Background: an optimization exercise with open tools, aiming at small area, a short achievable clock period and few clock cycles per item. Do not read the settings as production practice. Only simulation tests tie the RTL to the original design; equivalence was not proved. Power and IR drop assume default switching activity.

==> flow/design.v <==
module alu_exec_ctrl #(
  parameter int MUL_LAT = 3
) (
  input  logic        clk,
  input  logic        rst_n,
  input  logic        instr_valid,
  output logic        instr_ready,
  input  logic [31:0] instr,
  output logic        busy,
  output logic        done,
  output logic        illegal,
  output logic [4:0]  wb_addr,
  output logic [15:0] wb_data,
  output logic [15:0] sgpr_out,
  input  logic [4:0]  dbg_addr,
  output logic [15:0] dbg_data
);
  logic [15:0] gpr [32];
  logic [31:0] gv;
  logic [15:0] sgpr;
  logic        s1_v;
  logic [31:0] ir;
  logic [4:0]  s1_opc, rs1, rs2;
  logic        imm;
  assign s1_opc = ir[31:27];
  assign rs1    = ir[21:17];
  assign imm    = ir[16];
  assign rs2    = ir[15:11];
  logic        s2_v, s2_we, s2_mul, s2_fa, s2_fb;
  logic [4:0]  s2_opc, s2_rd;
  logic        s2_imm;
  logic [15:0] ra, rb;
  logic        s3_v, s3_we, s3_mul;
  logic [15:0] hs0, hs1, hi;
  logic        hc, s3_hc;
  assign hi = hs0 + hs1 + {15'd0, s3_hc};
  logic        stall;
  assign stall = s1_v && s1_opc == 5'd4 && s2_v && s2_we &&
                 (s2_rd == rs1 || (!imm && s2_rd == rs2));
  assign instr_ready = rst_n && !stall;
  logic [4:0]  addr_a;
  logic [31:0] sel_a, sel_b;
  logic [15:0] rd_a, rd_b;
  logic        w3a, w3b;
  assign addr_a = s1_v ? rs1 : dbg_addr;
  assign sel_a  = (32'd1 << addr_a) & gv;
  assign sel_b  = (32'd1 << rs2) & gv;
  always_comb begin
    rd_a = '0;
    rd_b = '0;
    for (int i = 0; i < 32; i++) begin
      rd_a = rd_a | (gpr[i] & {16{sel_a[i]}});
      rd_b = rd_b | (gpr[i] & {16{sel_b[i]}});
    end
  end
  assign dbg_data = rd_a;
  assign sgpr_out = sgpr;
  assign w3a      = s3_v && s3_we && wb_addr == rs1;
  assign w3b      = s3_v && s3_we && wb_addr == rs2;
  always_ff @(posedge clk) begin
    if (!stall) ir <= instr;
    s2_opc <= s1_opc;
    s2_rd  <= ir[26:22];
    s2_imm <= imm;
    s2_we  <= s1_opc <= 5'd11;
    s2_mul <= s1_opc == 5'd4;
    s2_fa  <= s2_v && s2_we && s2_rd == rs1;
    s2_fb  <= !imm && s2_v && s2_we && s2_rd == rs2;
    ra     <= w3a ? wb_data : rd_a;
    rb     <= imm ? ir[15:0] : w3b ? wb_data : rd_b;
  end
  logic [15:0] a, b, alu, sg, sum, mv, lo;
  logic [31:0] r0, r1;
  logic        sub;
  assign a = s2_fa ? wb_data : ra;
  assign b = s2_fb ? wb_data : rb;
  mul16_csa u_mul (.a(ra), .b(rb), .r0(r0), .r1(r1));
  assign {hc, lo} = {1'b0, r0[15:0]} + {1'b0, r1[15:0]};
  assign sg  = s3_v && s3_mul ? hi : sgpr;
  assign sub = s2_opc[0];
  assign sum = a + (b ^ {16{sub}}) + {15'd0, sub};
  assign mv  = s2_imm ? b : a;
  always_comb begin
    case (s2_opc)
      5'd0:    alu = sg;
      5'd1:    alu = mv;
      5'd2:    alu = sum;
      5'd3:    alu = sum;
      5'd5:    alu = a | b;
      5'd6:    alu = a & b;
      5'd7:    alu = a ^ b;
      5'd8:    alu = ~(a ^ b);
      5'd9:    alu = ~(a & b);
      5'd10:   alu = ~(a | b);
      5'd11:   alu = ~mv;
      default: alu = '0;
    endcase
  end
  always_ff @(posedge clk) begin
    s3_we   <= s2_we;
    s3_mul  <= s2_mul;
    illegal <= !s2_we;
    wb_addr <= s2_rd;
    wb_data <= s2_mul ? lo : alu;
    hs0     <= r0[31:16];
    hs1     <= r1[31:16];
    s3_hc   <= hc;
    if (s3_v && s3_we) gpr[wb_addr] <= wb_data;
  end
  always_ff @(posedge clk or negedge rst_n)
    if (!rst_n) begin
      s1_v <= 1'b0;
      s2_v <= 1'b0;
      s3_v <= 1'b0;
      sgpr <= '0;
      gv   <= '0;
    end else begin
      s1_v <= stall || instr_valid;
      s2_v <= s1_v && !stall;
      s3_v <= s2_v;
      if (s3_v && s3_mul) sgpr <= hi;
      if (s3_v && s3_we) gv[wb_addr] <= 1'b1;
    end
  assign busy = s1_v || s2_v || s3_v;
  assign done = s3_v;
endmodule
module mul16_csa(input [15:0] a, input [15:0] b, output [31:0] r0, output [31:0] r1);
  wire pp0_0 = a[0] & b[0];
  wire pp0_1 = a[1] & b[0];
  wire pp0_2 = a[2] & b[0];
  wire pp0_3 = a[3] & b[0];
  wire pp0_4 = a[4] & b[0];
  wire pp0_5 = a[5] & b[0];
  wire pp0_6 = a[6] & b[0];
  wire pp0_7 = a[7] & b[0];
  wire pp0_8 = a[8] & b[0];
  wire pp0_9 = a[9] & b[0];
  wire pp0_10 = a[10] & b[0];
  wire pp0_11 = a[11] & b[0];
  wire pp0_12 = a[12] & b[0];
  wire pp0_13 = a[13] & b[0];
  wire pp0_14 = a[14] & b[0];
  wire pp0_15 = a[15] & b[0];
  wire pp1_0 = a[0] & b[1];
  wire pp1_1 = a[1] & b[1];
  wire pp1_2 = a[2] & b[1];
  wire pp1_3 = a[3] & b[1];
  wire pp1_4 = a[4] & b[1];
  wire pp1_5 = a[5] & b[1];
  wire pp1_6 = a[6] & b[1];
  wire pp1_7 = a[7] & b[1];
  wire pp1_8 = a[8] & b[1];
  wire pp1_9 = a[9] & b[1];
  wire pp1_10 = a[10] & b[1];
  wire pp1_11 = a[11] & b[1];
  wire pp1_12 = a[12] & b[1];
  wire pp1_13 = a[13] & b[1];
  wire pp1_14 = a[14] & b[1];
  wire pp1_15 = a[15] & b[1];
  wire pp2_0 = a[0] & b[2];
  wire pp2_1 = a[1] & b[2];
  wire pp2_2 = a[2] & b[2];
  wire pp2_3 = a[3] & b[2];
  wire pp2_4 = a[4] & b[2];
  wire pp2_5 = a[5] & b[2];
  wire pp2_6 = a[6] & b[2];
  wire pp2_7 = a[7] & b[2];
  wire pp2_8 = a[8] & b[2];
  wire pp2_9 = a[9] & b[2];
  wire pp2_10 = a[10] & b[2];
  wire pp2_11 = a[11] & b[2];
  wire pp2_12 = a[12] & b[2];
  wire pp2_13 = a[13] & b[2];
  wire pp2_14 = a[14] & b[2];
  wire pp2_15 = a[15] & b[2];
  wire pp3_0 = a[0] & b[3];
  wire pp3_1 = a[1] & b[3];
  wire pp3_2 = a[2] & b[3];
  wire pp3_3 = a[3] & b[3];
  wire pp3_4 = a[4] & b[3];
  wire pp3_5 = a[5] & b[3];
  wire pp3_6 = a[6] & b[3];
  wire pp3_7 = a[7] & b[3];
  wire pp3_8 = a[8] & b[3];
  wire pp3_9 = a[9] & b[3];
  wire pp3_10 = a[10] & b[3];
  wire pp3_11 = a[11] & b[3];
  wire pp3_12 = a[12] & b[3];
  wire pp3_13 = a[13] & b[3];
  wire pp3_14 = a[14] & b[3];
  wire pp3_15 = a[15] & b[3];
  wire pp4_0 = a[0] & b[4];
  wire pp4_1 = a[1] & b[4];
  wire pp4_2 = a[2] & b[4];
  wire pp4_3 = a[3] & b[4];
  wire pp4_4 = a[4] & b[4];
  wire pp4_5 = a[5] & b[4];
  wire pp4_6 = a[6] & b[4];
  wire pp4_7 = a[7] & b[4];
  wire pp4_8 = a[8] & b[4];
  wire pp4_9 = a[9] & b[4];
  wire pp4_10 = a[10] & b[4];
  wire pp4_11 = a[11] & b[4];
  wire pp4_12 = a[12] & b[4];
  wire pp4_13 = a[13] & b[4];
  wire pp4_14 = a[14] & b[4];
  wire pp4_15 = a[15] & b[4];
  wire pp5_0 = a[0] & b[5];
  wire pp5_1 = a[1] & b[5];
  wire pp5_2 = a[2] & b[5];
  wire pp5_3 = a[3] & b[5];
  wire pp5_4 = a[4] & b[5];
  wire pp5_5 = a[5] & b[5];
  wire pp5_6 = a[6] & b[5];
  wire pp5_7 = a[7] & b[5];
  wire pp5_8 = a[8] & b[5];
  wire pp5_9 = a[9] & b[5];
  wire pp5_10 = a[10] & b[5];
  wire pp5_11 = a[11] & b[5];
  wire pp5_12 = a[12] & b[5];
  wire pp5_13 = a[13] & b[5];
  wire pp5_14 = a[14] & b[5];
  wire pp5_15 = a[15] & b[5];
  wire pp6_0 = a[0] & b[6];
  wire pp6_1 = a[1] & b[6];
  wire pp6_2 = a[2] & b[6];
  wire pp6_3 = a[3] & b[6];
  wire pp6_4 = a[4] & b[6];
  wire pp6_5 = a[5] & b[6];
  wire pp6_6 = a[6] & b[6];
  wire pp6_7 = a[7] & b[6];
  wire pp6_8 = a[8] & b[6];
  wire pp6_9 = a[9] & b[6];
  wire pp6_10 = a[10] & b[6];
  wire pp6_11 = a[11] & b[6];
  wire pp6_12 = a[12] & b[6];
  wire pp6_13 = a[13] & b[6];
  wire pp6_14 = a[14] & b[6];
  wire pp6_15 = a[15] & b[6];
  wire pp7_0 = a[0] & b[7];
  wire pp7_1 = a[1] & b[7];
  wire pp7_2 = a[2] & b[7];
  wire pp7_3 = a[3] & b[7];
  wire pp7_4 = a[4] & b[7];
  wire pp7_5 = a[5] & b[7];
  wire pp7_6 = a[6] & b[7];
  wire pp7_7 = a[7] & b[7];
  wire pp7_8 = a[8] & b[7];
  wire pp7_9 = a[9] & b[7];
  wire pp7_10 = a[10] & b[7];
  wire pp7_11 = a[11] & b[7];
  wire pp7_12 = a[12] & b[7];
  wire pp7_13 = a[13] & b[7];
  wire pp7_14 = a[14] & b[7];
  wire pp7_15 = a[15] & b[7];
  wire pp8_0 = a[0] & b[8];
  wire pp8_1 = a[1] & b[8];
  wire pp8_2 = a[2] & b[8];
  wire pp8_3 = a[3] & b[8];
  wire pp8_4 = a[4] & b[8];
  wire pp8_5 = a[5] & b[8];
  wire pp8_6 = a[6] & b[8];
  wire pp8_7 = a[7] & b[8];
  wire pp8_8 = a[8] & b[8];
  wire pp8_9 = a[9] & b[8];
  wire pp8_10 = a[10] & b[8];
  wire pp8_11 = a[11] & b[8];
  wire pp8_12 = a[12] & b[8];
  wire pp8_13 = a[13] & b[8];
  wire pp8_14 = a[14] & b[8];
  wire pp8_15 = a[15] & b[8];
  wire pp9_0 = a[0] & b[9];
  wire pp9_1 = a[1] & b[9];
  wire pp9_2 = a[2] & b[9];
  wire pp9_3 = a[3] & b[9];
  wire pp9_4 = a[4] & b[9];
  wire pp9_5 = a[5] & b[9];
  wire pp9_6 = a[6] & b[9];
  wire pp9_7 = a[7] & b[9];
  wire pp9_8 = a[8] & b[9];
  wire pp9_9 = a[9] & b[9];
  wire pp9_10 = a[10] & b[9];
  wire pp9_11 = a[11] & b[9];
  wire pp9_12 = a[12] & b[9];
  wire pp9_13 = a[13] & b[9];
  wire pp9_14 = a[14] & b[9];
  wire pp9_15 = a[15] & b[9];
  wire pp10_0 = a[0] & b[10];
  wire pp10_1 = a[1] & b[10];
  wire pp10_2 = a[2] & b[10];
  wire pp10_3 = a[3] & b[10];
  wire pp10_4 = a[4] & b[10];
  wire pp10_5 = a[5] & b[10];
  wire pp10_6 = a[6] & b[10];
  wire pp10_7 = a[7] & b[10];
  wire pp10_8 = a[8] & b[10];
  wire pp10_9 = a[9] & b[10];
  wire pp10_10 = a[10] & b[10];
  wire pp10_11 = a[11] & b[10];
  wire pp10_12 = a[12] & b[10];
  wire pp10_13 = a[13] & b[10];
  wire pp10_14 = a[14] & b[10];
  wire pp10_15 = a[15] & b[10];
  wire pp11_0 = a[0] & b[11];
  wire pp11_1 = a[1] & b[11];
  wire pp11_2 = a[2] & b[11];
  wire pp11_3 = a[3] & b[11];
  wire pp11_4 = a[4] & b[11];
  wire pp11_5 = a[5] & b[11];
  wire pp11_6 = a[6] & b[11];
  wire pp11_7 = a[7] & b[11];
  wire pp11_8 = a[8] & b[11];
  wire pp11_9 = a[9] & b[11];
  wire pp11_10 = a[10] & b[11];
  wire pp11_11 = a[11] & b[11];
  wire pp11_12 = a[12] & b[11];
  wire pp11_13 = a[13] & b[11];
  wire pp11_14 = a[14] & b[11];
  wire pp11_15 = a[15] & b[11];
  wire pp12_0 = a[0] & b[12];
  wire pp12_1 = a[1] & b[12];
  wire pp12_2 = a[2] & b[12];
  wire pp12_3 = a[3] & b[12];
  wire pp12_4 = a[4] & b[12];
  wire pp12_5 = a[5] & b[12];
  wire pp12_6 = a[6] & b[12];
  wire pp12_7 = a[7] & b[12];
  wire pp12_8 = a[8] & b[12];
  wire pp12_9 = a[9] & b[12];
  wire pp12_10 = a[10] & b[12];
  wire pp12_11 = a[11] & b[12];
  wire pp12_12 = a[12] & b[12];
  wire pp12_13 = a[13] & b[12];
  wire pp12_14 = a[14] & b[12];
  wire pp12_15 = a[15] & b[12];
  wire pp13_0 = a[0] & b[13];
  wire pp13_1 = a[1] & b[13];
  wire pp13_2 = a[2] & b[13];
  wire pp13_3 = a[3] & b[13];
  wire pp13_4 = a[4] & b[13];
  wire pp13_5 = a[5] & b[13];
  wire pp13_6 = a[6] & b[13];
  wire pp13_7 = a[7] & b[13];
  wire pp13_8 = a[8] & b[13];
  wire pp13_9 = a[9] & b[13];
  wire pp13_10 = a[10] & b[13];
  wire pp13_11 = a[11] & b[13];
  wire pp13_12 = a[12] & b[13];
  wire pp13_13 = a[13] & b[13];
  wire pp13_14 = a[14] & b[13];
  wire pp13_15 = a[15] & b[13];
  wire pp14_0 = a[0] & b[14];
  wire pp14_1 = a[1] & b[14];
  wire pp14_2 = a[2] & b[14];
  wire pp14_3 = a[3] & b[14];
  wire pp14_4 = a[4] & b[14];
  wire pp14_5 = a[5] & b[14];
  wire pp14_6 = a[6] & b[14];
  wire pp14_7 = a[7] & b[14];
  wire pp14_8 = a[8] & b[14];
  wire pp14_9 = a[9] & b[14];
  wire pp14_10 = a[10] & b[14];
  wire pp14_11 = a[11] & b[14];
  wire pp14_12 = a[12] & b[14];
  wire pp14_13 = a[13] & b[14];
  wire pp14_14 = a[14] & b[14];
  wire pp14_15 = a[15] & b[14];
  wire pp15_0 = a[0] & b[15];
  wire pp15_1 = a[1] & b[15];
  wire pp15_2 = a[2] & b[15];
  wire pp15_3 = a[3] & b[15];
  wire pp15_4 = a[4] & b[15];
  wire pp15_5 = a[5] & b[15];
  wire pp15_6 = a[6] & b[15];
  wire pp15_7 = a[7] & b[15];
  wire pp15_8 = a[8] & b[15];
  wire pp15_9 = a[9] & b[15];
  wire pp15_10 = a[10] & b[15];
  wire pp15_11 = a[11] & b[15];
  wire pp15_12 = a[12] & b[15];
  wire pp15_13 = a[13] & b[15];
  wire pp15_14 = a[14] & b[15];
  wire pp15_15 = a[15] & b[15];
  wire s0 = pp0_13 ^ pp1_12;
  wire c0 = pp0_13 & pp1_12;
  wire s1 = pp0_14 ^ pp1_13 ^ pp2_12;
  wire c1 = (pp0_14 & pp1_13) | (pp0_14 & pp2_12) | (pp1_13 & pp2_12);
  wire s2 = pp3_11 ^ pp4_10;
  wire c2 = pp3_11 & pp4_10;
  wire s3 = pp0_15 ^ pp1_14 ^ pp2_13;
  wire c3 = (pp0_15 & pp1_14) | (pp0_15 & pp2_13) | (pp1_14 & pp2_13);
  wire s4 = pp3_12 ^ pp4_11 ^ pp5_10;
  wire c4 = (pp3_12 & pp4_11) | (pp3_12 & pp5_10) | (pp4_11 & pp5_10);
  wire s5 = pp6_9 ^ pp7_8;
  wire c5 = pp6_9 & pp7_8;
  wire s6 = pp1_15 ^ pp2_14 ^ pp3_13;
  wire c6 = (pp1_15 & pp2_14) | (pp1_15 & pp3_13) | (pp2_14 & pp3_13);
  wire s7 = pp4_12 ^ pp5_11 ^ pp6_10;
  wire c7 = (pp4_12 & pp5_11) | (pp4_12 & pp6_10) | (pp5_11 & pp6_10);
  wire s8 = pp7_9 ^ pp8_8;
  wire c8 = pp7_9 & pp8_8;
  wire s9 = pp2_15 ^ pp3_14 ^ pp4_13;
  wire c9 = (pp2_15 & pp3_14) | (pp2_15 & pp4_13) | (pp3_14 & pp4_13);
  wire s10 = pp5_12 ^ pp6_11 ^ pp7_10;
  wire c10 = (pp5_12 & pp6_11) | (pp5_12 & pp7_10) | (pp6_11 & pp7_10);
  wire s11 = pp3_15 ^ pp4_14 ^ pp5_13;
  wire c11 = (pp3_15 & pp4_14) | (pp3_15 & pp5_13) | (pp4_14 & pp5_13);
  wire s12 = pp0_9 ^ pp1_8;
  wire c12 = pp0_9 & pp1_8;
  wire s13 = pp0_10 ^ pp1_9 ^ pp2_8;
  wire c13 = (pp0_10 & pp1_9) | (pp0_10 & pp2_8) | (pp1_9 & pp2_8);
  wire s14 = pp3_7 ^ pp4_6;
  wire c14 = pp3_7 & pp4_6;
  wire s15 = pp0_11 ^ pp1_10 ^ pp2_9;
  wire c15 = (pp0_11 & pp1_10) | (pp0_11 & pp2_9) | (pp1_10 & pp2_9);
  wire s16 = pp3_8 ^ pp4_7 ^ pp5_6;
  wire c16 = (pp3_8 & pp4_7) | (pp3_8 & pp5_6) | (pp4_7 & pp5_6);
  wire s17 = pp6_5 ^ pp7_4;
  wire c17 = pp6_5 & pp7_4;
  wire s18 = pp0_12 ^ pp1_11 ^ pp2_10;
  wire c18 = (pp0_12 & pp1_11) | (pp0_12 & pp2_10) | (pp1_11 & pp2_10);
  wire s19 = pp3_9 ^ pp4_8 ^ pp5_7;
  wire c19 = (pp3_9 & pp4_8) | (pp3_9 & pp5_7) | (pp4_8 & pp5_7);
  wire s20 = pp6_6 ^ pp7_5 ^ pp8_4;
  wire c20 = (pp6_6 & pp7_5) | (pp6_6 & pp8_4) | (pp7_5 & pp8_4);
  wire s21 = pp9_3 ^ pp10_2;
  wire c21 = pp9_3 & pp10_2;
  wire s22 = pp2_11 ^ pp3_10 ^ pp4_9;
  wire c22 = (pp2_11 & pp3_10) | (pp2_11 & pp4_9) | (pp3_10 & pp4_9);
  wire s23 = pp5_8 ^ pp6_7 ^ pp7_6;
  wire c23 = (pp5_8 & pp6_7) | (pp5_8 & pp7_6) | (pp6_7 & pp7_6);
  wire s24 = pp8_5 ^ pp9_4 ^ pp10_3;
  wire c24 = (pp8_5 & pp9_4) | (pp8_5 & pp10_3) | (pp9_4 & pp10_3);
  wire s25 = pp11_2 ^ pp12_1 ^ pp13_0;
  wire c25 = (pp11_2 & pp12_1) | (pp11_2 & pp13_0) | (pp12_1 & pp13_0);
  wire s26 = pp5_9 ^ pp6_8 ^ pp7_7;
  wire c26 = (pp5_9 & pp6_8) | (pp5_9 & pp7_7) | (pp6_8 & pp7_7);
  wire s27 = pp8_6 ^ pp9_5 ^ pp10_4;
  wire c27 = (pp8_6 & pp9_5) | (pp8_6 & pp10_4) | (pp9_5 & pp10_4);
  wire s28 = pp11_3 ^ pp12_2 ^ pp13_1;
  wire c28 = (pp11_3 & pp12_2) | (pp11_3 & pp13_1) | (pp12_2 & pp13_1);
  wire s29 = pp14_0 ^ s1 ^ s2;
  wire c29 = (pp14_0 & s1) | (pp14_0 & s2) | (s1 & s2);
  wire s30 = pp8_7 ^ pp9_6 ^ pp10_5;
  wire c30 = (pp8_7 & pp9_6) | (pp8_7 & pp10_5) | (pp9_6 & pp10_5);
  wire s31 = pp11_4 ^ pp12_3 ^ pp13_2;
  wire c31 = (pp11_4 & pp12_3) | (pp11_4 & pp13_2) | (pp12_3 & pp13_2);
  wire s32 = pp14_1 ^ pp15_0 ^ s3;
  wire c32 = (pp14_1 & pp15_0) | (pp14_1 & s3) | (pp15_0 & s3);
  wire s33 = s4 ^ s5 ^ c1;
  wire c33 = (s4 & s5) | (s4 & c1) | (s5 & c1);
  wire s34 = pp9_7 ^ pp10_6 ^ pp11_5;
  wire c34 = (pp9_7 & pp10_6) | (pp9_7 & pp11_5) | (pp10_6 & pp11_5);
  wire s35 = pp12_4 ^ pp13_3 ^ pp14_2;
  wire c35 = (pp12_4 & pp13_3) | (pp12_4 & pp14_2) | (pp13_3 & pp14_2);
  wire s36 = pp15_1 ^ s6 ^ s7;
  wire c36 = (pp15_1 & s6) | (pp15_1 & s7) | (s6 & s7);
  wire s37 = s8 ^ c3 ^ c4;
  wire c37 = (s8 & c3) | (s8 & c4) | (c3 & c4);
  wire s38 = pp8_9 ^ pp9_8 ^ pp10_7;
  wire c38 = (pp8_9 & pp9_8) | (pp8_9 & pp10_7) | (pp9_8 & pp10_7);
  wire s39 = pp11_6 ^ pp12_5 ^ pp13_4;
  wire c39 = (pp11_6 & pp12_5) | (pp11_6 & pp13_4) | (pp12_5 & pp13_4);
  wire s40 = pp14_3 ^ pp15_2 ^ s9;
  wire c40 = (pp14_3 & pp15_2) | (pp14_3 & s9) | (pp15_2 & s9);
  wire s41 = s10 ^ c6 ^ c7;
  wire c41 = (s10 & c6) | (s10 & c7) | (c6 & c7);
  wire s42 = pp6_12 ^ pp7_11 ^ pp8_10;
  wire c42 = (pp6_12 & pp7_11) | (pp6_12 & pp8_10) | (pp7_11 & pp8_10);
  wire s43 = pp9_9 ^ pp10_8 ^ pp11_7;
  wire c43 = (pp9_9 & pp10_8) | (pp9_9 & pp11_7) | (pp10_8 & pp11_7);
  wire s44 = pp12_6 ^ pp13_5 ^ pp14_4;
  wire c44 = (pp12_6 & pp13_5) | (pp12_6 & pp14_4) | (pp13_5 & pp14_4);
  wire s45 = pp15_3 ^ s11 ^ c9;
  wire c45 = (pp15_3 & s11) | (pp15_3 & c9) | (s11 & c9);
  wire s46 = pp4_15 ^ pp5_14 ^ pp6_13;
  wire c46 = (pp4_15 & pp5_14) | (pp4_15 & pp6_13) | (pp5_14 & pp6_13);
  wire s47 = pp7_12 ^ pp8_11 ^ pp9_10;
  wire c47 = (pp7_12 & pp8_11) | (pp7_12 & pp9_10) | (pp8_11 & pp9_10);
  wire s48 = pp10_9 ^ pp11_8 ^ pp12_7;
  wire c48 = (pp10_9 & pp11_8) | (pp10_9 & pp12_7) | (pp11_8 & pp12_7);
  wire s49 = pp13_6 ^ pp14_5 ^ pp15_4;
  wire c49 = (pp13_6 & pp14_5) | (pp13_6 & pp15_4) | (pp14_5 & pp15_4);
  wire s50 = pp5_15 ^ pp6_14 ^ pp7_13;
  wire c50 = (pp5_15 & pp6_14) | (pp5_15 & pp7_13) | (pp6_14 & pp7_13);
  wire s51 = pp8_12 ^ pp9_11 ^ pp10_10;
  wire c51 = (pp8_12 & pp9_11) | (pp8_12 & pp10_10) | (pp9_11 & pp10_10);
  wire s52 = pp11_9 ^ pp12_8 ^ pp13_7;
  wire c52 = (pp11_9 & pp12_8) | (pp11_9 & pp13_7) | (pp12_8 & pp13_7);
  wire s53 = pp6_15 ^ pp7_14 ^ pp8_13;
  wire c53 = (pp6_15 & pp7_14) | (pp6_15 & pp8_13) | (pp7_14 & pp8_13);
  wire s54 = pp9_12 ^ pp10_11 ^ pp11_10;
  wire c54 = (pp9_12 & pp10_11) | (pp9_12 & pp11_10) | (pp10_11 & pp11_10);
  wire s55 = pp7_15 ^ pp8_14 ^ pp9_13;
  wire c55 = (pp7_15 & pp8_14) | (pp7_15 & pp9_13) | (pp8_14 & pp9_13);
  wire s56 = pp0_6 ^ pp1_5;
  wire c56 = pp0_6 & pp1_5;
  wire s57 = pp0_7 ^ pp1_6 ^ pp2_5;
  wire c57 = (pp0_7 & pp1_6) | (pp0_7 & pp2_5) | (pp1_6 & pp2_5);
  wire s58 = pp3_4 ^ pp4_3;
  wire c58 = pp3_4 & pp4_3;
  wire s59 = pp0_8 ^ pp1_7 ^ pp2_6;
  wire c59 = (pp0_8 & pp1_7) | (pp0_8 & pp2_6) | (pp1_7 & pp2_6);
  wire s60 = pp3_5 ^ pp4_4 ^ pp5_3;
  wire c60 = (pp3_5 & pp4_4) | (pp3_5 & pp5_3) | (pp4_4 & pp5_3);
  wire s61 = pp6_2 ^ pp7_1;
  wire c61 = pp6_2 & pp7_1;
  wire s62 = pp2_7 ^ pp3_6 ^ pp4_5;
  wire c62 = (pp2_7 & pp3_6) | (pp2_7 & pp4_5) | (pp3_6 & pp4_5);
  wire s63 = pp5_4 ^ pp6_3 ^ pp7_2;
  wire c63 = (pp5_4 & pp6_3) | (pp5_4 & pp7_2) | (pp6_3 & pp7_2);
  wire s64 = pp8_1 ^ pp9_0 ^ s12;
  wire c64 = (pp8_1 & pp9_0) | (pp8_1 & s12) | (pp9_0 & s12);
  wire s65 = pp5_5 ^ pp6_4 ^ pp7_3;
  wire c65 = (pp5_5 & pp6_4) | (pp5_5 & pp7_3) | (pp6_4 & pp7_3);
  wire s66 = pp8_2 ^ pp9_1 ^ pp10_0;
  wire c66 = (pp8_2 & pp9_1) | (pp8_2 & pp10_0) | (pp9_1 & pp10_0);
  wire s67 = s13 ^ s14 ^ c12;
  wire c67 = (s13 & s14) | (s13 & c12) | (s14 & c12);
  wire s68 = pp8_3 ^ pp9_2 ^ pp10_1;
  wire c68 = (pp8_3 & pp9_2) | (pp8_3 & pp10_1) | (pp9_2 & pp10_1);
  wire s69 = pp11_0 ^ s15 ^ s16;
  wire c69 = (pp11_0 & s15) | (pp11_0 & s16) | (s15 & s16);
  wire s70 = s17 ^ c13 ^ c14;
  wire c70 = (s17 & c13) | (s17 & c14) | (c13 & c14);
  wire s71 = pp11_1 ^ pp12_0 ^ s18;
  wire c71 = (pp11_1 & pp12_0) | (pp11_1 & s18) | (pp12_0 & s18);
  wire s72 = s19 ^ s20 ^ s21;
  wire c72 = (s19 & s20) | (s19 & s21) | (s20 & s21);
  wire s73 = c15 ^ c16 ^ c17;
  wire c73 = (c15 & c16) | (c15 & c17) | (c16 & c17);
  wire s74 = s0 ^ s22 ^ s23;
  wire c74 = (s0 & s22) | (s0 & s23) | (s22 & s23);
  wire s75 = s24 ^ s25 ^ c18;
  wire c75 = (s24 & s25) | (s24 & c18) | (s25 & c18);
  wire s76 = c19 ^ c20 ^ c21;
  wire c76 = (c19 & c20) | (c19 & c21) | (c20 & c21);
  wire s77 = c0 ^ s26 ^ s27;
  wire c77 = (c0 & s26) | (c0 & s27) | (s26 & s27);
  wire s78 = s28 ^ s29 ^ c22;
  wire c78 = (s28 & s29) | (s28 & c22) | (s29 & c22);
  wire s79 = c23 ^ c24 ^ c25;
  wire c79 = (c23 & c24) | (c23 & c25) | (c24 & c25);
  wire s80 = c2 ^ s30 ^ s31;
  wire c80 = (c2 & s30) | (c2 & s31) | (s30 & s31);
  wire s81 = s32 ^ s33 ^ c26;
  wire c81 = (s32 & s33) | (s32 & c26) | (s33 & c26);
  wire s82 = c27 ^ c28 ^ c29;
  wire c82 = (c27 & c28) | (c27 & c29) | (c28 & c29);
  wire s83 = c5 ^ s34 ^ s35;
  wire c83 = (c5 & s34) | (c5 & s35) | (s34 & s35);
  wire s84 = s36 ^ s37 ^ c30;
  wire c84 = (s36 & s37) | (s36 & c30) | (s37 & c30);
  wire s85 = c31 ^ c32 ^ c33;
  wire c85 = (c31 & c32) | (c31 & c33) | (c32 & c33);
  wire s86 = c8 ^ s38 ^ s39;
  wire c86 = (c8 & s38) | (c8 & s39) | (s38 & s39);
  wire s87 = s40 ^ s41 ^ c34;
  wire c87 = (s40 & s41) | (s40 & c34) | (s41 & c34);
  wire s88 = c35 ^ c36 ^ c37;
  wire c88 = (c35 & c36) | (c35 & c37) | (c36 & c37);
  wire s89 = c10 ^ s42 ^ s43;
  wire c89 = (c10 & s42) | (c10 & s43) | (s42 & s43);
  wire s90 = s44 ^ s45 ^ c38;
  wire c90 = (s44 & s45) | (s44 & c38) | (s45 & c38);
  wire s91 = c39 ^ c40 ^ c41;
  wire c91 = (c39 & c40) | (c39 & c41) | (c40 & c41);
  wire s92 = c11 ^ s46 ^ s47;
  wire c92 = (c11 & s46) | (c11 & s47) | (s46 & s47);
  wire s93 = s48 ^ s49 ^ c42;
  wire c93 = (s48 & s49) | (s48 & c42) | (s49 & c42);
  wire s94 = c43 ^ c44 ^ c45;
  wire c94 = (c43 & c44) | (c43 & c45) | (c44 & c45);
  wire s95 = pp14_6 ^ pp15_5 ^ s50;
  wire c95 = (pp14_6 & pp15_5) | (pp14_6 & s50) | (pp15_5 & s50);
  wire s96 = s51 ^ s52 ^ c46;
  wire c96 = (s51 & s52) | (s51 & c46) | (s52 & c46);
  wire s97 = c47 ^ c48 ^ c49;
  wire c97 = (c47 & c48) | (c47 & c49) | (c48 & c49);
  wire s98 = pp12_9 ^ pp13_8 ^ pp14_7;
  wire c98 = (pp12_9 & pp13_8) | (pp12_9 & pp14_7) | (pp13_8 & pp14_7);
  wire s99 = pp15_6 ^ s53 ^ s54;
  wire c99 = (pp15_6 & s53) | (pp15_6 & s54) | (s53 & s54);
  wire s100 = c50 ^ c51 ^ c52;
  wire c100 = (c50 & c51) | (c50 & c52) | (c51 & c52);
  wire s101 = pp10_12 ^ pp11_11 ^ pp12_10;
  wire c101 = (pp10_12 & pp11_11) | (pp10_12 & pp12_10) | (pp11_11 & pp12_10);
  wire s102 = pp13_9 ^ pp14_8 ^ pp15_7;
  wire c102 = (pp13_9 & pp14_8) | (pp13_9 & pp15_7) | (pp14_8 & pp15_7);
  wire s103 = s55 ^ c53 ^ c54;
  wire c103 = (s55 & c53) | (s55 & c54) | (c53 & c54);
  wire s104 = pp8_15 ^ pp9_14 ^ pp10_13;
  wire c104 = (pp8_15 & pp9_14) | (pp8_15 & pp10_13) | (pp9_14 & pp10_13);
  wire s105 = pp11_12 ^ pp12_11 ^ pp13_10;
  wire c105 = (pp11_12 & pp12_11) | (pp11_12 & pp13_10) | (pp12_11 & pp13_10);
  wire s106 = pp14_9 ^ pp15_8 ^ c55;
  wire c106 = (pp14_9 & pp15_8) | (pp14_9 & c55) | (pp15_8 & c55);
  wire s107 = pp9_15 ^ pp10_14 ^ pp11_13;
  wire c107 = (pp9_15 & pp10_14) | (pp9_15 & pp11_13) | (pp10_14 & pp11_13);
  wire s108 = pp12_12 ^ pp13_11 ^ pp14_10;
  wire c108 = (pp12_12 & pp13_11) | (pp12_12 & pp14_10) | (pp13_11 & pp14_10);
  wire s109 = pp10_15 ^ pp11_14 ^ pp12_13;
  wire c109 = (pp10_15 & pp11_14) | (pp10_15 & pp12_13) | (pp11_14 & pp12_13);
  wire s110 = pp0_4 ^ pp1_3;
  wire c110 = pp0_4 & pp1_3;
  wire s111 = pp0_5 ^ pp1_4 ^ pp2_3;
  wire c111 = (pp0_5 & pp1_4) | (pp0_5 & pp2_3) | (pp1_4 & pp2_3);
  wire s112 = pp3_2 ^ pp4_1;
  wire c112 = pp3_2 & pp4_1;
  wire s113 = pp2_4 ^ pp3_3 ^ pp4_2;
  wire c113 = (pp2_4 & pp3_3) | (pp2_4 & pp4_2) | (pp3_3 & pp4_2);
  wire s114 = pp5_1 ^ pp6_0 ^ s56;
  wire c114 = (pp5_1 & pp6_0) | (pp5_1 & s56) | (pp6_0 & s56);
  wire s115 = pp5_2 ^ pp6_1 ^ pp7_0;
  wire c115 = (pp5_2 & pp6_1) | (pp5_2 & pp7_0) | (pp6_1 & pp7_0);
  wire s116 = s57 ^ s58 ^ c56;
  wire c116 = (s57 & s58) | (s57 & c56) | (s58 & c56);
  wire s117 = pp8_0 ^ s59 ^ s60;
  wire c117 = (pp8_0 & s59) | (pp8_0 & s60) | (s59 & s60);
  wire s118 = s61 ^ c57 ^ c58;
  wire c118 = (s61 & c57) | (s61 & c58) | (c57 & c58);
  wire s119 = s62 ^ s63 ^ s64;
  wire c119 = (s62 & s63) | (s62 & s64) | (s63 & s64);
  wire s120 = c59 ^ c60 ^ c61;
  wire c120 = (c59 & c60) | (c59 & c61) | (c60 & c61);
  wire s121 = s65 ^ s66 ^ s67;
  wire c121 = (s65 & s66) | (s65 & s67) | (s66 & s67);
  wire s122 = c62 ^ c63 ^ c64;
  wire c122 = (c62 & c63) | (c62 & c64) | (c63 & c64);
  wire s123 = s68 ^ s69 ^ s70;
  wire c123 = (s68 & s69) | (s68 & s70) | (s69 & s70);
  wire s124 = c65 ^ c66 ^ c67;
  wire c124 = (c65 & c66) | (c65 & c67) | (c66 & c67);
  wire s125 = s71 ^ s72 ^ s73;
  wire c125 = (s71 & s72) | (s71 & s73) | (s72 & s73);
  wire s126 = c68 ^ c69 ^ c70;
  wire c126 = (c68 & c69) | (c68 & c70) | (c69 & c70);
  wire s127 = s74 ^ s75 ^ s76;
  wire c127 = (s74 & s75) | (s74 & s76) | (s75 & s76);
  wire s128 = c71 ^ c72 ^ c73;
  wire c128 = (c71 & c72) | (c71 & c73) | (c72 & c73);
  wire s129 = s77 ^ s78 ^ s79;
  wire c129 = (s77 & s78) | (s77 & s79) | (s78 & s79);
  wire s130 = c74 ^ c75 ^ c76;
  wire c130 = (c74 & c75) | (c74 & c76) | (c75 & c76);
  wire s131 = s80 ^ s81 ^ s82;
  wire c131 = (s80 & s81) | (s80 & s82) | (s81 & s82);
  wire s132 = c77 ^ c78 ^ c79;
  wire c132 = (c77 & c78) | (c77 & c79) | (c78 & c79);
  wire s133 = s83 ^ s84 ^ s85;
  wire c133 = (s83 & s84) | (s83 & s85) | (s84 & s85);
  wire s134 = c80 ^ c81 ^ c82;
  wire c134 = (c80 & c81) | (c80 & c82) | (c81 & c82);
  wire s135 = s86 ^ s87 ^ s88;
  wire c135 = (s86 & s87) | (s86 & s88) | (s87 & s88);
  wire s136 = c83 ^ c84 ^ c85;
  wire c136 = (c83 & c84) | (c83 & c85) | (c84 & c85);
  wire s137 = s89 ^ s90 ^ s91;
  wire c137 = (s89 & s90) | (s89 & s91) | (s90 & s91);
  wire s138 = c86 ^ c87 ^ c88;
  wire c138 = (c86 & c87) | (c86 & c88) | (c87 & c88);
  wire s139 = s92 ^ s93 ^ s94;
  wire c139 = (s92 & s93) | (s92 & s94) | (s93 & s94);
  wire s140 = c89 ^ c90 ^ c91;
  wire c140 = (c89 & c90) | (c89 & c91) | (c90 & c91);
  wire s141 = s95 ^ s96 ^ s97;
  wire c141 = (s95 & s96) | (s95 & s97) | (s96 & s97);
  wire s142 = c92 ^ c93 ^ c94;
  wire c142 = (c92 & c93) | (c92 & c94) | (c93 & c94);
  wire s143 = s98 ^ s99 ^ s100;
  wire c143 = (s98 & s99) | (s98 & s100) | (s99 & s100);
  wire s144 = c95 ^ c96 ^ c97;
  wire c144 = (c95 & c96) | (c95 & c97) | (c96 & c97);
  wire s145 = s101 ^ s102 ^ s103;
  wire c145 = (s101 & s102) | (s101 & s103) | (s102 & s103);
  wire s146 = c98 ^ c99 ^ c100;
  wire c146 = (c98 & c99) | (c98 & c100) | (c99 & c100);
  wire s147 = s104 ^ s105 ^ s106;
  wire c147 = (s104 & s105) | (s104 & s106) | (s105 & s106);
  wire s148 = c101 ^ c102 ^ c103;
  wire c148 = (c101 & c102) | (c101 & c103) | (c102 & c103);
  wire s149 = pp15_9 ^ s107 ^ s108;
  wire c149 = (pp15_9 & s107) | (pp15_9 & s108) | (s107 & s108);
  wire s150 = c104 ^ c105 ^ c106;
  wire c150 = (c104 & c105) | (c104 & c106) | (c105 & c106);
  wire s151 = pp13_12 ^ pp14_11 ^ pp15_10;
  wire c151 = (pp13_12 & pp14_11) | (pp13_12 & pp15_10) | (pp14_11 & pp15_10);
  wire s152 = s109 ^ c107 ^ c108;
  wire c152 = (s109 & c107) | (s109 & c108) | (c107 & c108);
  wire s153 = pp11_15 ^ pp12_14 ^ pp13_13;
  wire c153 = (pp11_15 & pp12_14) | (pp11_15 & pp13_13) | (pp12_14 & pp13_13);
  wire s154 = pp14_12 ^ pp15_11 ^ c109;
  wire c154 = (pp14_12 & pp15_11) | (pp14_12 & c109) | (pp15_11 & c109);
  wire s155 = pp12_15 ^ pp13_14 ^ pp14_13;
  wire c155 = (pp12_15 & pp13_14) | (pp12_15 & pp14_13) | (pp13_14 & pp14_13);
  wire s156 = pp0_3 ^ pp1_2;
  wire c156 = pp0_3 & pp1_2;
  wire s157 = pp2_2 ^ pp3_1 ^ pp4_0;
  wire c157 = (pp2_2 & pp3_1) | (pp2_2 & pp4_0) | (pp3_1 & pp4_0);
  wire s158 = pp5_0 ^ s111 ^ s112;
  wire c158 = (pp5_0 & s111) | (pp5_0 & s112) | (s111 & s112);
  wire s159 = s113 ^ s114 ^ c111;
  wire c159 = (s113 & s114) | (s113 & c111) | (s114 & c111);
  wire s160 = s115 ^ s116 ^ c113;
  wire c160 = (s115 & s116) | (s115 & c113) | (s116 & c113);
  wire s161 = s117 ^ s118 ^ c115;
  wire c161 = (s117 & s118) | (s117 & c115) | (s118 & c115);
  wire s162 = s119 ^ s120 ^ c117;
  wire c162 = (s119 & s120) | (s119 & c117) | (s120 & c117);
  wire s163 = s121 ^ s122 ^ c119;
  wire c163 = (s121 & s122) | (s121 & c119) | (s122 & c119);
  wire s164 = s123 ^ s124 ^ c121;
  wire c164 = (s123 & s124) | (s123 & c121) | (s124 & c121);
  wire s165 = s125 ^ s126 ^ c123;
  wire c165 = (s125 & s126) | (s125 & c123) | (s126 & c123);
  wire s166 = s127 ^ s128 ^ c125;
  wire c166 = (s127 & s128) | (s127 & c125) | (s128 & c125);
  wire s167 = s129 ^ s130 ^ c127;
  wire c167 = (s129 & s130) | (s129 & c127) | (s130 & c127);
  wire s168 = s131 ^ s132 ^ c129;
  wire c168 = (s131 & s132) | (s131 & c129) | (s132 & c129);
  wire s169 = s133 ^ s134 ^ c131;
  wire c169 = (s133 & s134) | (s133 & c131) | (s134 & c131);
  wire s170 = s135 ^ s136 ^ c133;
  wire c170 = (s135 & s136) | (s135 & c133) | (s136 & c133);
  wire s171 = s137 ^ s138 ^ c135;
  wire c171 = (s137 & s138) | (s137 & c135) | (s138 & c135);
  wire s172 = s139 ^ s140 ^ c137;
  wire c172 = (s139 & s140) | (s139 & c137) | (s140 & c137);
  wire s173 = s141 ^ s142 ^ c139;
  wire c173 = (s141 & s142) | (s141 & c139) | (s142 & c139);
  wire s174 = s143 ^ s144 ^ c141;
  wire c174 = (s143 & s144) | (s143 & c141) | (s144 & c141);
  wire s175 = s145 ^ s146 ^ c143;
  wire c175 = (s145 & s146) | (s145 & c143) | (s146 & c143);
  wire s176 = s147 ^ s148 ^ c145;
  wire c176 = (s147 & s148) | (s147 & c145) | (s148 & c145);
  wire s177 = s149 ^ s150 ^ c147;
  wire c177 = (s149 & s150) | (s149 & c147) | (s150 & c147);
  wire s178 = s151 ^ s152 ^ c149;
  wire c178 = (s151 & s152) | (s151 & c149) | (s152 & c149);
  wire s179 = s153 ^ s154 ^ c151;
  wire c179 = (s153 & s154) | (s153 & c151) | (s154 & c151);
  wire s180 = pp15_12 ^ s155 ^ c153;
  wire c180 = (pp15_12 & s155) | (pp15_12 & c153) | (s155 & c153);
  wire s181 = pp13_15 ^ pp14_14 ^ pp15_13;
  wire c181 = (pp13_15 & pp14_14) | (pp13_15 & pp15_13) | (pp14_14 & pp15_13);
  wire s182 = pp0_2 ^ pp1_1;
  wire c182 = pp0_2 & pp1_1;
  wire s183 = pp2_1 ^ pp3_0 ^ s156;
  wire c183 = (pp2_1 & pp3_0) | (pp2_1 & s156) | (pp3_0 & s156);
  wire s184 = s110 ^ s157 ^ c156;
  wire c184 = (s110 & s157) | (s110 & c156) | (s157 & c156);
  wire s185 = c110 ^ s158 ^ c157;
  wire c185 = (c110 & s158) | (c110 & c157) | (s158 & c157);
  wire s186 = c112 ^ s159 ^ c158;
  wire c186 = (c112 & s159) | (c112 & c158) | (s159 & c158);
  wire s187 = c114 ^ s160 ^ c159;
  wire c187 = (c114 & s160) | (c114 & c159) | (s160 & c159);
  wire s188 = c116 ^ s161 ^ c160;
  wire c188 = (c116 & s161) | (c116 & c160) | (s161 & c160);
  wire s189 = c118 ^ s162 ^ c161;
  wire c189 = (c118 & s162) | (c118 & c161) | (s162 & c161);
  wire s190 = c120 ^ s163 ^ c162;
  wire c190 = (c120 & s163) | (c120 & c162) | (s163 & c162);
  wire s191 = c122 ^ s164 ^ c163;
  wire c191 = (c122 & s164) | (c122 & c163) | (s164 & c163);
  wire s192 = c124 ^ s165 ^ c164;
  wire c192 = (c124 & s165) | (c124 & c164) | (s165 & c164);
  wire s193 = c126 ^ s166 ^ c165;
  wire c193 = (c126 & s166) | (c126 & c165) | (s166 & c165);
  wire s194 = c128 ^ s167 ^ c166;
  wire c194 = (c128 & s167) | (c128 & c166) | (s167 & c166);
  wire s195 = c130 ^ s168 ^ c167;
  wire c195 = (c130 & s168) | (c130 & c167) | (s168 & c167);
  wire s196 = c132 ^ s169 ^ c168;
  wire c196 = (c132 & s169) | (c132 & c168) | (s169 & c168);
  wire s197 = c134 ^ s170 ^ c169;
  wire c197 = (c134 & s170) | (c134 & c169) | (s170 & c169);
  wire s198 = c136 ^ s171 ^ c170;
  wire c198 = (c136 & s171) | (c136 & c170) | (s171 & c170);
  wire s199 = c138 ^ s172 ^ c171;
  wire c199 = (c138 & s172) | (c138 & c171) | (s172 & c171);
  wire s200 = c140 ^ s173 ^ c172;
  wire c200 = (c140 & s173) | (c140 & c172) | (s173 & c172);
  wire s201 = c142 ^ s174 ^ c173;
  wire c201 = (c142 & s174) | (c142 & c173) | (s174 & c173);
  wire s202 = c144 ^ s175 ^ c174;
  wire c202 = (c144 & s175) | (c144 & c174) | (s175 & c174);
  wire s203 = c146 ^ s176 ^ c175;
  wire c203 = (c146 & s176) | (c146 & c175) | (s176 & c175);
  wire s204 = c148 ^ s177 ^ c176;
  wire c204 = (c148 & s177) | (c148 & c176) | (s177 & c176);
  wire s205 = c150 ^ s178 ^ c177;
  wire c205 = (c150 & s178) | (c150 & c177) | (s178 & c177);
  wire s206 = c152 ^ s179 ^ c178;
  wire c206 = (c152 & s179) | (c152 & c178) | (s179 & c178);
  wire s207 = c154 ^ s180 ^ c179;
  wire c207 = (c154 & s180) | (c154 & c179) | (s180 & c179);
  wire s208 = c155 ^ s181 ^ c180;
  wire c208 = (c155 & s181) | (c155 & c180) | (s181 & c180);
  wire s209 = pp14_15 ^ pp15_14 ^ c181;
  wire c209 = (pp14_15 & pp15_14) | (pp14_15 & c181) | (pp15_14 & c181);
  assign r0 = {1'b0, pp15_15, s209, s208, s207, s206, s205, s204, s203, s202, s201, s200, s199, s198, s197, s196, s195, s194, s193, s192, s191, s190, s189, s188, s187, s186, s185, s184, s183, pp2_0, pp0_1, pp0_0};
  assign r1 = {1'b0, c209, c208, c207, c206, c205, c204, c203, c202, c201, c200, c199, c198, c197, c196, c195, c194, c193, c192, c191, c190, c189, c188, c187, c186, c185, c184, c183, c182, s182, pp1_0, 1'b0};
endmodule
==> flow/run.sh <==
#!/bin/bash
# synth_recipe.tcl (not shown) runs the flow's synth.tcl, then flattens the netlist and writes it again
# the make line also repeats each setting of config.mk as NAME=value (left out here)
make -C /OpenROAD-flow-scripts/flow DESIGN_CONFIG=/design/flow/config.mk WORK_HOME=/design/flow/orfs CLKGATE_MAP_FILE= SYNTH_SCRIPT=/design/flow/synth_recipe.tcl finish
==> flow/config.mk <==
export PLATFORM = sky130hd
export DESIGN_NAME = alu_exec_ctrl
export DESIGN_NICKNAME = alu_exec_ctrl
export VERILOG_FILES = /design/flow/design.v
export SDC_FILE = /design/flow/constraint.sdc
export NUM_CORES = 4
export LEC_CHECK = 0
export CAP_MARGIN = 20
export CORE_MARGIN = 2
export CORE_UTILIZATION = 60
export CTS_BUF_LIST = sky130_fd_sc_hd__clkbuf_8
export CTS_CLUSTER_SIZE = 20
export PLACE_DENSITY = 0.75
export SETUP_SLACK_MARGIN = 4
export SLEW_MARGIN = 20
==> flow/constraint.sdc <==
create_clock -name core_clock -period 10.0 [get_ports {clk}]
set_input_delay 2.0000 -clock core_clock [delete_from_list [all_inputs] [get_ports {clk}]]
set_output_delay 2.0000 -clock core_clock [all_outputs]
set_load 0.01 [all_outputs]
==> impl_metrics.csv, run 1 <==
group,metric,value,unit
logic_synthesis,synthMuxAreaShare,1.763,%
logic_synthesis,synth_top_area_share,42.61,%
drt,drtIter0Drc,6283,
cts,clk_path_buf_depth,3,
cts,cts_tree,"yes",
worst_setup_path,critPathLaunch,"dbg_addr[4]",
sta,min_period,6.205,ns
sta,final-setup-viol-count,0,
drt,drt-total-wl,165.8,mm
logic_synthesis,yosysSeqAreaShare,51.27,%
logic_synthesis,synthTopCellsByCount,"544 x edfxtp_1, 445 x a22oi_1, 235 x inv_1",
floorplanning,io_pins,97,
logic_synthesis,synth_top_family_by_area,"compound AO/OA/AOI/OAI gates",
worst_setup_path,r2r_cells,17,
worst_setup_path,critPathTopFamily,"simple AND/OR/NAND/NOR gates",
drt,wire_per_inst,37.64,um
drt,vias,33030,
logic_synthesis,synth.distinct_cells,72,
logic_synthesis,synth.area.top_cells,"edfxtp_1 43%, fa_1 10%, a22oi_1 8.7%, dfxtp_1 5.3%, and2_1 3.5%",
sta,hold_viol_final,0,
worst_setup_path,crit_path_cell_trace,"buf_6 -> mux2i_4 -> a21oi_2 -> and3_4 -> buf_4 -> a22oi_1 -> nand4_1 -> or4_4 -> buf_6",
sta,clock_skew,0.05964,ns
placement,port_buffers,96,
run_status,status,"timing/DRC/antenna clean",
logic_synthesis,synth_xor_area_share,1.782,%
global_route,grt_pass1_vias,32360,
floorplanning,dieWidth,256.8,um
layout,nets,3792,
logic_synthesis,yosysMostFrequentCell,"edfxtp_1",
layout,seq_area,19660,sq um
logic_synthesis,synth_area,38330,sq um
global_route,grt_usage,49.85,%
power_and_ir_drop,seqPwrFrac,45.9,%
logic_synthesis,synth_edf_count,544,
flow_run,maxCapViolCount,0,
logic_synthesis,synth_top_area_cell,"edfxtp_1",
layout,syn2layout_area_growth,17.57,%
worst_setup_path,cp_slowest_cell,"or4_4",
logic_synthesis,syn_nets,3551,
power_and_ir_drop,p_leak,17.28,nW
worst_setup_path,cp.required,8.00,ns
hold_path,hold_depth,0,
power_and_ir_drop,swShare,30.57,%
drt,antenna_left,0,
worst_setup_path,cp_max_fo,7,
sta,fin_crit_sh,62.05,%
power_and_ir_drop,switchingPower,2.281,mW
logic_synthesis,syn_area_per_cell,11.91,sq um
placement,routabilityCongestion,1.007,
logic_synthesis,synth-seq-cells,697,
layout,nFillCells,4444,
placement,dp_hpwl,95.54,mm
drt,drc,0,
worst_setup_path,slowest_delay,0.57,ns
logic_synthesis,synthSimpleGateAreaFrac,11.84,%
logic_synthesis,ys_warn_count,1,
logic_synthesis,synthCells,3218,
global_route,grt_pass1_wl,231.3,mm
power_and_ir_drop,p_int,5.179,mW
logic_synthesis,async_reset_ff_share,7.317,%
cts,path_clk_slew,0.06,ns
global_route,grt_max_degree,53,
hold_path,worstHoldStart,"ir[22]$_DFFE_PN_",
layout,multiInputGateArea,17640,sq um
hold_path,hold_path.class,"flip-flop to flip-flop",
power_and_ir_drop,vdd_drop_max,0.1635,mV
worst_setup_path,crit_path_end_kind,"output port",
placement,post-place-ws,2.495,ns
cts,cts_sinks,697,
drt,drt-pass1-iter-count,10,
logic_synthesis,ys.flop_type,"edfxtp_1",
power_and_ir_drop,power,7.459,mW
worst_setup_path,cpMostUsedCell,"buf_6",
cts,htreeDepth,3,
worst_setup_path,worst_setup_path_start_kind,"primary input",
sta,rsz0062_at_grt,"true",
logic_synthesis,synthAdderAreaFrac,13.46,%
layout,drive_gt1_share,17.86,%
sta,worst_slew_pin_slew,1.323,ns
sta,hold-worst-slack,0.3483,ns
cts,cts_buffers,109,
worst_setup_path,r2r_slack,4.05,ns
power_and_ir_drop,p_per_area,165.5,nW/um^2
global_route,grt_overflow,0,
worst_setup_path,worstReg2RegEnd,"wb_data[15]$_DFF_P_",
worst_setup_path,arrival,4.21,ns
power_and_ir_drop,comb_power_share,19.6,%
floorplanning,core_area,63080,sq um
power_and_ir_drop,p_clk_share,34.5,%
sta,setup_ws,3.795,ns
worst_setup_path,r2r_start,"ra[6]$_DFF_P_",
drt,avgViaCountPerCell,7.500,
hold_path,hold_path_end,"s2_rd[0]$_DFF_P_",
cts,hold_buffers,0,
floorplanning,start_util,60.77,%
logic_synthesis,synth_compound_area_share,15.27,%
worst_setup_path,critPathKind,"primary input to output port",
worst_setup_path,worst-path-buf-inv,3,
sta,drv_slew,0,
floorplanning,die_h,256.8,um
cts,clock_latency,0.78,ns
floorplanning,die_area,65930,sq um
sta,slew_headroom,10.96,%
floorplanning,row_count,92,
global_route,antenna_found_initial,7,
sta,fmax,161.2,MHz
cts,cts_root_buffer,"clkbuf_8",
sta,fin_tns_setup,0,ns
-- layout by cell type (no fill, tap or decap), types with 18 or more instances in the layout --
| cell | n |
|---|---|
| clkinv_1 | 18 |
| mux2i_1 | 23 |
| mux2_2 | 30 |
| buf_12 | 50 |
| nand4_1 | 111 |
| dfxtp_1 | 99 |
| xnor2_1 | 51 |
| inv_1 | 266 |
| clkbuf_8 | 113 |
| and2_1 | 216 |
| a211oi_1 | 18 |
| o21ai_0 | 81 |
| buf_4 | 166 |
| nor3_1 | 22 |
| clkinv_2 | 21 |
| and3_1 | 32 |
| a22oi_1 | 413 |
| nand2_1 | 152 |
| nor2_2 | 18 |
| ha_1 | 94 |
| a21o_1 | 45 |
| and3_4 | 26 |
| clkdlybuf4s50_1 | 74 |
| a221oi_1 | 26 |
| nor2_1 | 96 |
| edfxtp_1 | 544 |
| buf_6 | 35 |
| dfrtp_1 | 51 |
| a21oi_1 | 72 |
| xor2_1 | 27 |
| nand3_1 | 33 |
| a22o_1 | 33 |
| fa_1 | 199 |
| a22oi_2 | 32 |
-- routing by layer --
| metal | vias to the layer above | GRT usage (%) | wire length [um] |
|---|---|---|---|
| met2 | 3482 | 71.52 | 68720 |
| met3 | 1187 | 22.88 | 27310 |
| met4 | 16 | 35.50 | 16460 |
| met1 | 15910 | 59.26 | 52920 |
| li1 | 12440 | - | - |
| met5 | - | 1.608 | 351 |
-- kinds of logic after synthesis --
| group | Yosys count |
|---|---|
| xor+xnor | 78 |
| simple gates | 838 |
| flops | 697 |
| mux | 60 |
| buf+inv | 445 |
| compound gates | 807 |
| fa+ha+maj | 293 |
-- power groups by stage --
stage	combinational, mW	clock [mW]	sequential (mW)
2_1_floorplan	0.806	0	3.46
3_5_place_dp	1.37	0	3.47
3_3_place_gp	1.31	0	3.47
6_report	1.46	2.57	3.43
5_1_grt	1.55	2.68	3.43
4_1_cts	1.40	2.56	3.42
-- sequential cells by signal, indices dropped and copies added (netlist names), 15 cells and up --
register	flops
gpr	512
gv	32
ir	32
ra	16
rb	16
sgpr	16
wb_data	16
hs0	15
hs1	15
-- worst max path at each step --
stage / to / cells past startpoint
global route: dbg_data[0] / 11
floorplan: dbg_data[7] / 9
detailed placement: dbg_data[1] / 9
global placement: dbg_data[1] / 9
finish: dbg_data[0] / 9
CTS: dbg_data[15] / 12
-- metrics by stage --
stage	std cells	area (sq um)	utilization, %
finish	4404	45070	71.45
detailed placement	4062	40470	64.16
floorplan	3218	38330	-
CTS	4389	44750	70.95
global placement	4061	40460	64.15
global route	4396	45050	71.41
-- cell type report --
type / instances / share of cell area, %
multi-input combinational: 2076 / 39.15
clock buffer: 113 / 3.451
timing repair buffer: 340 / 7.851
inverter: 235 / 1.957
antenna: 9 / 0.04997
tap: 846 / 2.349
clock inverter: 88 / 1.577
sequential: 697 / 43.62
-- what timing repair did --
item,CTS,global route
pin swaps,53,44
gates cloned,2,0
setup buffers,124,5
setup endpoints to repair,16,17
gates resized for setup,245,57
Testbench counts, summed over its fixed seeds: cycles 32,137, instrs 32,000.
==> inputs of run 2 (changes only) <==
--- a/flow/config.mk
+++ b/flow/config.mk
@@ -9,7 +9,5 @@
 export CORE_MARGIN = 2
 export CORE_UTILIZATION = 60
-export CTS_BUF_LIST = sky130_fd_sc_hd__clkbuf_8
-export CTS_CLUSTER_SIZE = 20
 export PLACE_DENSITY = 0.75
-export SETUP_SLACK_MARGIN = 4
+export SETUP_SLACK_MARGIN = 5
 export SLEW_MARGIN = 20
==> run 2 against run 1 <==
Cell area is 1.4% higher; register-to-register slack better by 0.89 ns; clock power is 8.9% higher; critical path type unchanged.
==> impl_metrics.csv, run 2 <==
group,metric,value,unit
run_status,status,"timing/DRC/antenna clean",
sta,worst_slew_pin_slew,1.312,ns
sta,fin_tns_setup,0,ns
sta,fmax,162.1,MHz
floorplanning,row_count,92,
drt,drt-total-wl,165.9,mm
cts,path_clk_slew,0.06,ns
worst_setup_path,cp_max_fo,9,
sta,rsz0062_at_grt,"true",
sta,hold_viol_final,0,
drt,drtIter0Drc,6301,
layout,mostFrequentLayoutCells,"544 x edfxtp_1, 413 x a22oi_1, 233 x inv_1",
logic_synthesis,synth_top_area_cell,"edfxtp_1",
floorplanning,die_h,256.8,um
sta,hold-worst-slack,0.3438,ns
hold_path,hold_path.class,"flip-flop to flip-flop",
power_and_ir_drop,seqPwrFrac,44.0,%
logic_synthesis,syn_area_per_cell,11.91,sq um
floorplanning,dieWidth,256.8,um
drt,drt-pass1-iter-count,13,
hold_path,hold_depth,0,
drt,drc,0,
sta,min_period,6.168,ns
worst_setup_path,arrival,4.17,ns
global_route,grt_max_degree,40,
logic_synthesis,synthCells,3218,
power_and_ir_drop,p_leak,17.34,nW
layout,nets,3764,
worst_setup_path,critPathTopFamily,"simple AND/OR/NAND/NOR gates",
worst_setup_path,worst_setup_path_start_kind,"primary input",
layout,multiInputGateArea,17870,sq um
logic_synthesis,ys_warn_count,1,
worst_setup_path,crit_path_end_kind,"output port",
cts,clock_latency,0.66,ns
hold_path,worstHoldStart,"ir[23]$_DFFE_PN_",
sta,fin_crit_sh,61.68,%
sta,drv_slew,0,
floorplanning,core_area,63080,sq um
cts,cts_buffers,73,
logic_synthesis,synth_edf_count,544,
logic_synthesis,syn_nets,3551,
worst_setup_path,worstReg2RegEnd,"wb_data[15]$_DFF_P_",
layout,reg_top3,"gpr x512, gv x32, ir x32",
logic_synthesis,synth-seq-cells,697,
layout,syn2layout_area_growth,19.16,%
layout,fin_area,45680,sq um
logic_synthesis,yosysSeqAreaShare,51.27,%
global_route,grt_usage,49.63,%
worst_setup_path,r2r_cells,17,
placement,place_inst,4049,
drt,wire_per_inst,38.23,um
cts,cts_root_buffer,"clkbuf_16",
worst_setup_path,critPathKind,"primary input to output port",
power_and_ir_drop,comb_power_share,20.1,%
power_and_ir_drop,power,7.794,mW
worst_setup_path,cp_slowest_cell,"or4_4",
global_route,antenna_found_initial,13,
power_and_ir_drop,p_per_area,170.6,nW/um^2
layout,top_register,"gpr",
logic_synthesis,synth_area,38330,sq um
power_and_ir_drop,vdd_drop_max,0.1691,mV
worst_setup_path,r2r_slack,4.94,ns
worst_setup_path,cpMostUsedCell,"buf_6",
logic_synthesis,synth_top_area_share,42.61,%
layout,nFillCells,4251,
power_and_ir_drop,swShare,29.70,%
cts,hold_buffers,0,
global_route,grt_overflow,0,
hold_path,hold_path_end,"s2_rd[1]$_DFF_P_",
logic_synthesis,synth.distinct_cells,72,
layout,mostFrequentLayoutCell,"edfxtp_1",
worst_setup_path,crit_path_cell_trace,"buf_8 -> mux2i_4 -> buf_6 -> buf_6 -> a21oi_4 -> and3_4 -> buf_12 -> buf_4 -> a22oi_1 -> nand3_1 -> or4_4 -> buf_6",
worst_setup_path,worst-path-buf-inv,6,
power_and_ir_drop,p_int,5.479,mW
cts,htreeDepth,3,
drt,antenna_left,0,
layout,largest_reg_flops,512,
logic_synthesis,yosysMostFrequentCell,"edfxtp_1",
power_and_ir_drop,p_clk_share,36.0,%
placement,port_buffers,96,
floorplanning,start_util,60.77,%
floorplanning,die_area,65930,sq um
sta,clock_skew,0.04376,ns
worst_setup_path,r2r_start,"ra[8]$_DFF_P_",
drt,vias,32750,
cts,clk_path_buf_depth,3,
layout,seq_area,19700,sq um
global_route,grt_pass1_vias,31720,
logic_synthesis,ys.flop_type,"edfxtp_1",
worst_setup_path,cp.required,8.00,ns
cts,cts_sinks,697,
drt,avgViaCountPerCell,7.549,
layout,layoutNonFillerInstCount,4339,
sta,final-setup-viol-count,0,
global_route,grt_pass1_wl,229.4,mm
floorplanning,io_pins,97,
sta,slew_headroom,12.31,%
placement,routabilityCongestion,0.9972,
cts,cts_tree,"yes",
logic_synthesis,synthTopCellsByCount,"544 x edfxtp_1, 445 x a22oi_1, 235 x inv_1",
worst_setup_path,slowest_delay,0.59,ns
layout,drive_gt1_share,18.45,%
logic_synthesis,synth.area.top_cells,"edfxtp_1 43%, fa_1 10%, a22oi_1 8.7%, dfxtp_1 5.3%, and2_1 3.5%",
placement,place_area,40520,sq um
flow_run,maxCapViolCount,0,
placement,dp_hpwl,95.59,mm
logic_synthesis,async_reset_ff_share,7.317,%
power_and_ir_drop,switchingPower,2.315,mW
run 2: stage by stage:
step	setup WS, ns	util (%)
2_1_floorplan	4.441	-
3_3_place_gp	2.594	64.24
3_5_place_dp	2.557	64.24
4_1_cts	3.852	71.53
5_1_grt	3.806	72.40
6_report	3.832	72.42
run 2: per-layer routing:
metal	vias to the layer above	GRT usage (%)	part of all wire [%]	routed length, um
met3	1244	21.41	17	27910
met5	-	2.193	0.19	315
li1	12380	-	-	-
met1	15620	59.61	32	52330
met4	12	36.71	11	17640
met2	3496	70.88	41	67700
run 2: worst max-delay path by stage:
stage                 from           to  slack [ns]  cells after the start
3_3_place_gp   dbg_addr[0]  dbg_data[6]        2.59                     10
3_5_place_dp   dbg_addr[0]  dbg_data[6]        2.56                     10
5_1_grt        dbg_addr[4]  dbg_data[0]        3.81                     12
6_report       dbg_addr[4]  dbg_data[9]        3.83                     12
2_1_floorplan  dbg_addr[1]  dbg_data[3]        4.44                      8
4_1_cts        dbg_addr[4]  dbg_data[0]        3.85                     11
run 2: area by class of cell:
class | instances | area share, %
timing repair buffer | 347 | 8.113
tap | 846 | 2.317
clock inverter | 37 | 0.9559
clock buffer | 97 | 4.418
multi-input combinational | 2077 | 39.12
antenna | 3 | 0.01643
sequential | 697 | 43.13
inverter | 235 | 1.931
run 2: worst register-to-register path, stage by stage, from the launching register on:
cell,delay (ns)
dfxtp_2,0.33
buf_12,0.14
buf_4,0.16
and2_1,0.16
fa_1,0.47
fa_1,0.55
inv_1,0.05
fa_1,0.47
fa_1,0.51
inv_1,0.06
fa_1,0.54
ha_2,0.28
nor2_1,0.11
a311oi_4,0.38
a31oi_4,0.16
xnor2_4,0.20
a221oi_2,0.24
o31ai_1,0.10
run 2: cells by family after synthesis:
kind of cell    synth area share (%)
compound gates                 15.27
xor+xnor                       1.782
fa+ha+maj                      13.46
buf+inv                        4.612
flops                          51.27
mux                            1.762
simple gates                   11.84
run 2: what timing repair did:
item	CTS	global route
setup endpoints to repair	23	21
cloned	3	2
hold endpoints to repair	0	0
pin swaps	76	70
buffers inserted	129	17
gates resized for setup	314	68
run 2: power by group through the flow:
stage / clock (mW) / sequential, mW / combinational (mW)
2_1_floorplan: 0 / 3.46 / 0.812
3_3_place_gp: 0 / 3.47 / 1.32
6_report: 2.80 / 3.43 / 1.56
5_1_grt: 2.91 / 3.43 / 1.66
3_5_place_dp: 0 / 3.47 / 1.37
4_1_cts: 2.79 / 3.42 / 1.49

==> afterwards: timing with drivers on the ports <==
The results above use ideal ports. As a check the final layouts listed here were re-extracted and re-timed, cells and wires unchanged.
Step 1: set_driving_cell puts a clkbuf_16 on clk and a buf_2 on each other input, an assumption about the parent block.
Step 2 adds t to the input delays and takes it off the output delays; t is the mean of the earliest and latest rising clock arrival at the registers after step 1. Input paths then give back, and output paths get back, about the clock's delay inside the block.
Slacks: ideal ports / drivers / drivers and shift; pairs: ideal ports / drivers.
| run | t, ns | setup slack, ns | worst setup path at the end | clock arrival spread, ns | cell pins on the clock port's net |
|---|---|---|---|---|---|
| run 1 | 0.822 | 3.795 / 3.739 / 3.739 | input to output | 0.072 / 0.071 | 1 |
| run 2 | 0.708 | 3.832 / 3.774 / 3.774 | input to output | 0.047 / 0.047 | 1 |
After both steps setup and hold are still met in every run listed. For run 2, which loses most, drivers alone change the setup slack by -0.058 ns; drivers and shift together by -0.058 ns.
